Background: an optimization exercise with open tools, aiming at small area. Do not read the settings as production practice. In this exercise RTL edits were held to simulation tests only and were not proved equivalent to the original. No activity file was given, so power comes from the tool's default toggle rates.

==> flow/design.v <==
package rv_isa_pkg;
    typedef logic [32-1:0]    word_t;      
    typedef logic [5-1:0] shamt_t;     
    typedef enum logic [4:0] {
        OP_ADD   = 5'd0,
        OP_SUB   = 5'd1,
        OP_SLL   = 5'd2,
        OP_SLT   = 5'd3,
        OP_SLTU  = 5'd4,
        OP_XOR   = 5'd5,
        OP_SRL   = 5'd6,
        OP_SRA   = 5'd7,
        OP_OR    = 5'd8,
        OP_AND   = 5'd9,
        OP_LUI   = 5'd10,
        OP_AUIPC = 5'd11,
        OP_JAL   = 5'd12,
        OP_JALR  = 5'd13,
        OP_BEQ   = 5'd14,
        OP_BNE   = 5'd15,
        OP_BLT   = 5'd16,
        OP_BGE   = 5'd17,
        OP_BLTU  = 5'd18,
        OP_BGEU  = 5'd19,
        OP_MEM   = 5'd20      
    } exec_op_e;
endpackage
package exec_pipe_pkg;
    typedef struct packed {
        logic eq;      
        logic lt;      
        logic ltu;     
    } cmp_flags_t;
endpackage
module exec_alu (
    input  rv_isa_pkg::exec_op_e      req_op,
    input  logic                      req_use_imm,
    input  rv_isa_pkg::word_t         req_rs1,
    input  rv_isa_pkg::word_t         req_rs2,
    input  rv_isa_pkg::word_t         req_imm,
    input  rv_isa_pkg::word_t         req_pc,
    output rv_isa_pkg::word_t         alu_result,
    output exec_pipe_pkg::cmp_flags_t flags
);
    rv_isa_pkg::word_t  op_b;
    rv_isa_pkg::word_t  add_a;
    rv_isa_pkg::word_t  add_b;
    logic               add_sub;
    rv_isa_pkg::word_t  add_sum;
    rv_isa_pkg::shamt_t shamt;
    rv_isa_pkg::word_t  shl;
    rv_isa_pkg::word_t  shr;
    logic               cmp_lt;
    logic               cmp_ltu;
    assign op_b = req_use_imm ? req_imm : req_rs2;
    assign add_sub = (req_op == rv_isa_pkg::OP_SUB);
    assign add_a   = (req_op == rv_isa_pkg::OP_AUIPC) ? req_pc : req_rs1;
    always_comb begin
        if (req_op == rv_isa_pkg::OP_AUIPC || req_op == rv_isa_pkg::OP_MEM) begin
            add_b = req_imm;
        end else begin
            add_b = op_b;
        end
    end
    assign add_sum = add_a + (add_sub ? ~add_b : add_b) + rv_isa_pkg::word_t'(add_sub);
    assign shamt = op_b[5-1:0];     
    assign shl   = req_rs1 << shamt;
    always_comb begin
        if (req_op == rv_isa_pkg::OP_SRA) begin
            shr = $signed(req_rs1) >>> shamt;     
        end else begin
            shr = req_rs1 >> shamt;
        end
    end
    assign cmp_lt  = $signed(req_rs1) < $signed(op_b);
    assign cmp_ltu = req_rs1 < op_b;
    assign flags.eq  = (req_rs1 == op_b);
    assign flags.lt  = cmp_lt;
    assign flags.ltu = cmp_ltu;
    always_comb begin
        case (req_op)
            rv_isa_pkg::OP_ADD,
            rv_isa_pkg::OP_SUB,
            rv_isa_pkg::OP_AUIPC,
            rv_isa_pkg::OP_MEM:   alu_result = add_sum;
            rv_isa_pkg::OP_SLL:   alu_result = shl;
            rv_isa_pkg::OP_SRL,
            rv_isa_pkg::OP_SRA:   alu_result = shr;
            rv_isa_pkg::OP_SLT:   alu_result = rv_isa_pkg::word_t'(cmp_lt);
            rv_isa_pkg::OP_SLTU:  alu_result = rv_isa_pkg::word_t'(cmp_ltu);
            rv_isa_pkg::OP_XOR:   alu_result = req_rs1 ^ op_b;
            rv_isa_pkg::OP_OR:    alu_result = req_rs1 | op_b;
            rv_isa_pkg::OP_AND:   alu_result = req_rs1 & op_b;
            rv_isa_pkg::OP_LUI:   alu_result = req_imm;     
            default:              alu_result = '0;          
        endcase
    end
endmodule
module exec_branch (
    input  rv_isa_pkg::exec_op_e      req_op,
    input  logic                      req_ins_c,
    input  rv_isa_pkg::word_t         req_rs1,
    input  rv_isa_pkg::word_t         req_imm,
    input  rv_isa_pkg::word_t         req_pc,
    input  exec_pipe_pkg::cmp_flags_t flags,
    output logic                      ctrl_is_ctrl,
    output logic                      ctrl_taken,
    output rv_isa_pkg::word_t         ctrl_target,
    output rv_isa_pkg::word_t         ctrl_link
);
    rv_isa_pkg::word_t tgt_base;
    rv_isa_pkg::word_t insn_len;
    always_comb begin
        ctrl_is_ctrl = 1'b1;
        case (req_op)
            rv_isa_pkg::OP_BEQ:  ctrl_taken = flags.eq;
            rv_isa_pkg::OP_BNE:  ctrl_taken = ~flags.eq;
            rv_isa_pkg::OP_BLT:  ctrl_taken = flags.lt;
            rv_isa_pkg::OP_BGE:  ctrl_taken = ~flags.lt;
            rv_isa_pkg::OP_BLTU: ctrl_taken = flags.ltu;
            rv_isa_pkg::OP_BGEU: ctrl_taken = ~flags.ltu;
            rv_isa_pkg::OP_JAL,
            rv_isa_pkg::OP_JALR: ctrl_taken = 1'b1;     
            default: begin
                ctrl_is_ctrl = 1'b0;
                ctrl_taken   = 1'b0;
            end
        endcase
    end
    assign tgt_base    = (req_op == rv_isa_pkg::OP_JALR) ? req_rs1 : req_pc;
    assign ctrl_target = tgt_base + req_imm;
    assign insn_len  = req_ins_c ? rv_isa_pkg::word_t'(2)
                                 : rv_isa_pkg::word_t'(4);
    assign ctrl_link = req_pc + insn_len;     
endmodule
module exec_retire (
    input  logic              clk,
    input  logic              arst_n,
    input  logic                 req_valid,
    input  rv_isa_pkg::exec_op_e req_op,
    input  rv_isa_pkg::word_t    alu_result,
    input  logic                 ctrl_is_ctrl,
    input  logic                 ctrl_taken,
    input  rv_isa_pkg::word_t    ctrl_target,
    input  rv_isa_pkg::word_t    ctrl_link,
    output logic              valid_out,
    output rv_isa_pkg::word_t rd_value,
    output logic              jump_en,
    output rv_isa_pkg::word_t jump_addr
);
    rv_isa_pkg::word_t rd_next;
    logic              jump_next;
    always_comb begin
        if (ctrl_is_ctrl) begin
            if (req_op == rv_isa_pkg::OP_JAL || req_op == rv_isa_pkg::OP_JALR) begin
                rd_next = ctrl_link;
            end else begin
                rd_next = '0;
            end
        end else begin
            rd_next = alu_result;
        end
    end
    assign jump_next = req_valid & ctrl_taken;
    always_ff @(posedge clk or negedge arst_n) begin
        if (!arst_n) begin
            valid_out <= 1'b0;
            rd_value  <= '0;
            jump_en   <= 1'b0;
            jump_addr <= '0;
        end else begin
            valid_out <= req_valid;
            rd_value  <= req_valid ? rd_next : '0;     
            jump_en   <= jump_next;
            jump_addr <= jump_next ? ctrl_target : '0;
        end
    end
endmodule
module exec_stage (
    input  logic                 clk,
    input  logic                 arst_n,
    input  logic                 valid_in,
    input  rv_isa_pkg::exec_op_e op,
    input  logic                 use_imm,
    input  logic                 ins_c,
    input  rv_isa_pkg::word_t    rs1,
    input  rv_isa_pkg::word_t    rs2,
    input  rv_isa_pkg::word_t    imm,
    input  rv_isa_pkg::word_t    pc,
    output logic                 valid_out,
    output rv_isa_pkg::word_t    rd_value,
    output logic                 jump_en,
    output rv_isa_pkg::word_t    jump_addr
);
    rv_isa_pkg::word_t         alu_result;
    exec_pipe_pkg::cmp_flags_t flags;
    logic              ctrl_is_ctrl;
    logic              ctrl_taken;
    rv_isa_pkg::word_t ctrl_target;
    rv_isa_pkg::word_t ctrl_link;
    exec_alu u_alu (
        .req_op      (op),
        .req_use_imm (use_imm),
        .req_rs1     (rs1),
        .req_rs2     (rs2),
        .req_imm     (imm),
        .req_pc      (pc),
        .alu_result  (alu_result),
        .flags       (flags)
    );
    exec_branch u_branch (
        .req_op       (op),
        .req_ins_c    (ins_c),
        .req_rs1      (rs1),
        .req_imm      (imm),
        .req_pc       (pc),
        .flags        (flags),
        .ctrl_is_ctrl (ctrl_is_ctrl),
        .ctrl_taken   (ctrl_taken),
        .ctrl_target  (ctrl_target),
        .ctrl_link    (ctrl_link)
    );
    exec_retire u_retire (
        .clk          (clk),
        .arst_n       (arst_n),
        .req_valid    (valid_in),
        .req_op       (op),
        .alu_result   (alu_result),
        .ctrl_is_ctrl (ctrl_is_ctrl),
        .ctrl_taken   (ctrl_taken),
        .ctrl_target  (ctrl_target),
        .ctrl_link    (ctrl_link),
        .valid_out    (valid_out),
        .rd_value     (rd_value),
        .jump_en      (jump_en),
        .jump_addr    (jump_addr)
    );
endmodule
==> flow/run.sh <==
#!/bin/bash
# synth_recipe.tcl (not shown) runs the flow's synth.tcl, then flattens the netlist and writes it again
# the make line also repeats each setting of config.mk as NAME=value (left out here)
make -C /OpenROAD-flow-scripts/flow DESIGN_CONFIG=/design/flow/config.mk WORK_HOME=/design/flow/orfs CLKGATE_MAP_FILE= SYNTH_SCRIPT=/design/flow/synth_recipe.tcl finish
==> flow/config.mk <==
export PLATFORM = sky130hd
export DESIGN_NAME = exec_stage
export DESIGN_NICKNAME = exec_stage
export VERILOG_FILES = /design/flow/design.v
export SDC_FILE = /design/flow/constraint.sdc
export NUM_CORES = 4
export LEC_CHECK = 0
export CAP_MARGIN = 20
export CORE_MARGIN = 2
export CORE_UTILIZATION = 40
export SLEW_MARGIN = 20
==> flow/constraint.sdc <==
create_clock -name core_clock -period 6.0 [get_ports {clk}]
set_input_delay 1.2000 -clock core_clock [delete_from_list [all_inputs] [get_ports {clk}]]
set_output_delay 1.2000 -clock core_clock [all_outputs]
set_load 0.01 [all_outputs]
==> results by group <==
Synthesis
  – Cell area after synthesis: 14,200 sq um
  – Post-synth cell types: 80
  – Post-synth EDFFs: 0
  – Cells after Synth: 1,966
  – Register bit total from synthesis: 66
  – Syn nets: 2,296
  – Synth warn: 3
  – Most used DFF post-synth: dfrtp_1
  – Avg Inst Size Synth: 7.25 sq um
  – Async set or reset register ratio after synthesis: 1.00
  – Sequential share of the synthesized area: 0.116

Layout
  – Final instance area: 17,700 sq um
  – Share of cells above drive strength 1: 0.0972
  – Syn-to-layout area delta: 24.5%
  – Layout Cells excl Fill: 2,654
  – Post-layout net count: 2,516

Timing
  – Setup-failing EPs final: 0
  – Setup TNS: 0 ns
  – Period utilisation layout: 0.936
  – Final Hold Vio Count: 0
  – Fmax achieved: 178 MHz
  – Final slew viol count: 0
  – RSZ-0062 raised after global routing: no
  – Worst-Margin Slew: 1.11 ns
  – Slew HR: 0.239
  – Final min period: 5.62 ns

Floorplan
  – Core Rows: 69
  – Core ar.: 35,300 sq um
  – Die height: 193 um
  – Die X: 193 um
  – Initial Utilization: 0.403
  – DIE AREA: 37,100 sq um
  – Top-Level Pins: 204

Critical path
  – Setup crit start kind: primary input
  – Worst EP arrival: 5.87 ns
  – Crit Path Max Fanout: 18
  – Worst setup path class: in -> reg
  – CP Data Required Time: 6.25 ns
  – Critical path capture point type: flip-flop

Place
  – HPWL after DPL: 60.4 mm
  – Post-DP Area: 17,400 sq um
  – Port bufs: 203
  – Routability cong.: 1.07
  – Placed cell count: 2,636

Routing
  – ANT nets after route: 0
  – DRC: 0
  – Drt initial violations: 1,796
  – Via count: 16,958
  – Final wirelength: 75.0 mm
  – Drt pass-1 iters: 6
  – Wire per inst: 28.3 um
  – Routed vias/inst: 6.39

Clocking
  – Root buffer cell: clkbuf_16
  – Clk slew on worst S/H paths: 0.07 ns
  – Setup bufs post-CTS: 0
  – Clk buf depth: 2
  – Clk sinks: 66
  – Clock buffer count from CTS: 9
  – Post-CTS Resized: 0
  – CTS HTree Levels: 3
  – CTS tree: yes
  – Hold_buf cts: 0

Power and ir drop
  – Power consumption: 2790 uW
  – Peak supply drop: 0.148 mV
  – PwrDens: 157 nW/um^2
  – Pleak: 0.00780 uW

Global route
  – Initial antenna violation count: 2
  – Vias in the first global route: 16,215
  – Overflow after GRT: 0
  – Largest net degree at the start of global routing: 66
  – Gr usage total: 0.398
  – First-pass GRT wire length: 107 mm

Min path
  – Worst min-delay path class: in -> async

Run status
  – Status: complete, no violations

Flow run
  – Max_cap viols: 0
critical path, cell delays in order:
cell and delay, ns:
clkdlybuf4s50_1 0.47, or3b_1 0.48, nor2_4 0.29, buf_4 0.30
mux2_2 0.38, inv_1 0.08, fa_1 0.18, nor2b_1 0.06
o31ai_1 0.37, a32oi_1 0.24, a41o_1 0.39, o221ai_1 0.46
o311ai_0 0.21, buf_4 0.17, a21o_1 0.17, a21o_1 0.21
xnor2_1 0.14, nor2_1 0.05
state kept, by name, summed over array words and instances (netlist names):
name and flops:
u_retire.jump_addr 32, u_retire.jump_en 1, u_retire.rd_value 32, u_retire.valid_out 1
Yosys cell counts (32+ instances only):
| cell type | number | area [sq um] |
|---|---|---|
| nor2_1 | 209 | 785 |
| ha_1 | 189 | 2360 |
| nand2_1 | 187 | 702 |
| a21oi_1 | 179 | 896 |
| o21ai_0 | 176 | 881 |
| mux2i_1 | 115 | 1150 |
| inv_1 | 105 | 394 |
| clkbuf_1 | 80 | 300 |
| xnor2_1 | 72 | 631 |
| dfrtp_1 | 66 | 1650 |
| nand3_1 | 57 | 285 |
| o211ai_1 | 46 | 345 |
| a21o_1 | 36 | 270 |
| nor3_1 | 33 | 165 |
| mux2_2 | 32 | 360 |
cell type report:
| class | instances | area, sq um |
|---|---|---|
| fillers | 3620 | 17600 |
| multi-input cells | 1676 | 11800 |
| repair buffers | 324 | 2970 |
| flip-flops and latches | 66 | 1650 |
| well taps | 461 | 577 |
| inverters | 109 | 409 |
| clock buffers | 11 | 233 |
| clock inverters | 5 | 78.8 |
| diodes | 2 | 5.00 |
per-stage QoR:
stage          worst slack [ns]  hold slack (ns)   util
2_1_floorplan             0.596            0.904      -
3_3_place_gp              0.103             1.07  0.493
3_5_place_dp             0.0679             1.07  0.494
4_1_cts                   0.428            0.667  0.502
5_1_grt                  0.0209            0.687  0.502
6_report                  0.385            0.688  0.502
kinds of logic (layout without fill, tap and decap cells):
group / after synthesis / after routing / synth area share
AOI/OAI and AO/OA: 634 / 634 / 0.282
muxes: 156 / 156 / 0.120
other: 0 / 2 / 0
and+or+nand+nor: 591 / 591 / 0.187
adders and majority gates: 192 / 192 / 0.170
DFF: 66 / 66 / 0.116
buffers and inverters: 224 / 449 / 0.0612
xor gates and xnor gates: 103 / 103 / 0.0633
cells in the final DEF, fill, tap and decap left out, drive strengths merged, types with 72 or more instances in the layout:
cell type      count
nor2             209
clkdlybuf4s50    201
ha               189
nand2            187
a21oi            179
o21ai            178
buf              123
mux2i            115
inv              107
xnor2             72
where the power goes:
| part | switching [uW] | internal [uW] |
|---|---|---|
| clock | 238 | 364 |
| sequential | 9.51 | 471 |
| combinational | 1060 | 650 |
| total | 1310 | 1480 |
worst max-delay path by stage:
stage	start	endpoint	slack, ns	depth (start not counted)
final	op[4]	u_retire.jump_addr[28]$_DFF_PN0_	0.38	18
after global routing	op[3]	u_retire.jump_addr[28]$_DFF_PN0_	0.02	18
after CTS	op[0]	u_retire.jump_addr[28]$_DFF_PN0_	0.43	18
after detailed placement	op[0]	u_retire.jump_addr[28]$_DFF_PN0_	0.07	18
after global placement	op[0]	u_retire.jump_addr[30]$_DFF_PN0_	0.10	18
after floorplan	use_imm	u_retire.rd_value[22]$_DFF_PN0_	0.60	20
routing by layer:
layer,track usage,up-vias,share of wire
li1,-,7600,-
met1,0.491,8101,0.40
met2,0.628,1015,0.44
met3,0.0813,242,0.086
met4,0.257,0,0.074
met5,0,-,0

## what the ideal ports hide
No port has a modelled driver above. Below, the same layout with a new extraction and two added sets of constraints. Step 1, drivers: a clkbuf_16 drives clk and a buf_2 each remaining input, both assumed. Step 2, shift: input delay + t, output delay - t, t = (earliest + latest rising clock arrival at the registers) / 2. This alone moves slack from input paths to output paths. Slacks: no drivers / after step 1 / after step 2; pairs: no drivers / after step 1.
shift t [ns]: 0.418
setup slack, ns: 0.385 / 0.411 / -0.007
pins driven straight from the clock port: 1
With both steps, setup timing fails in this run, where it was met with ideal ports. For this run, drivers alone change the setup slack by +0.026 ns; drivers and shift together by -0.392 ns.
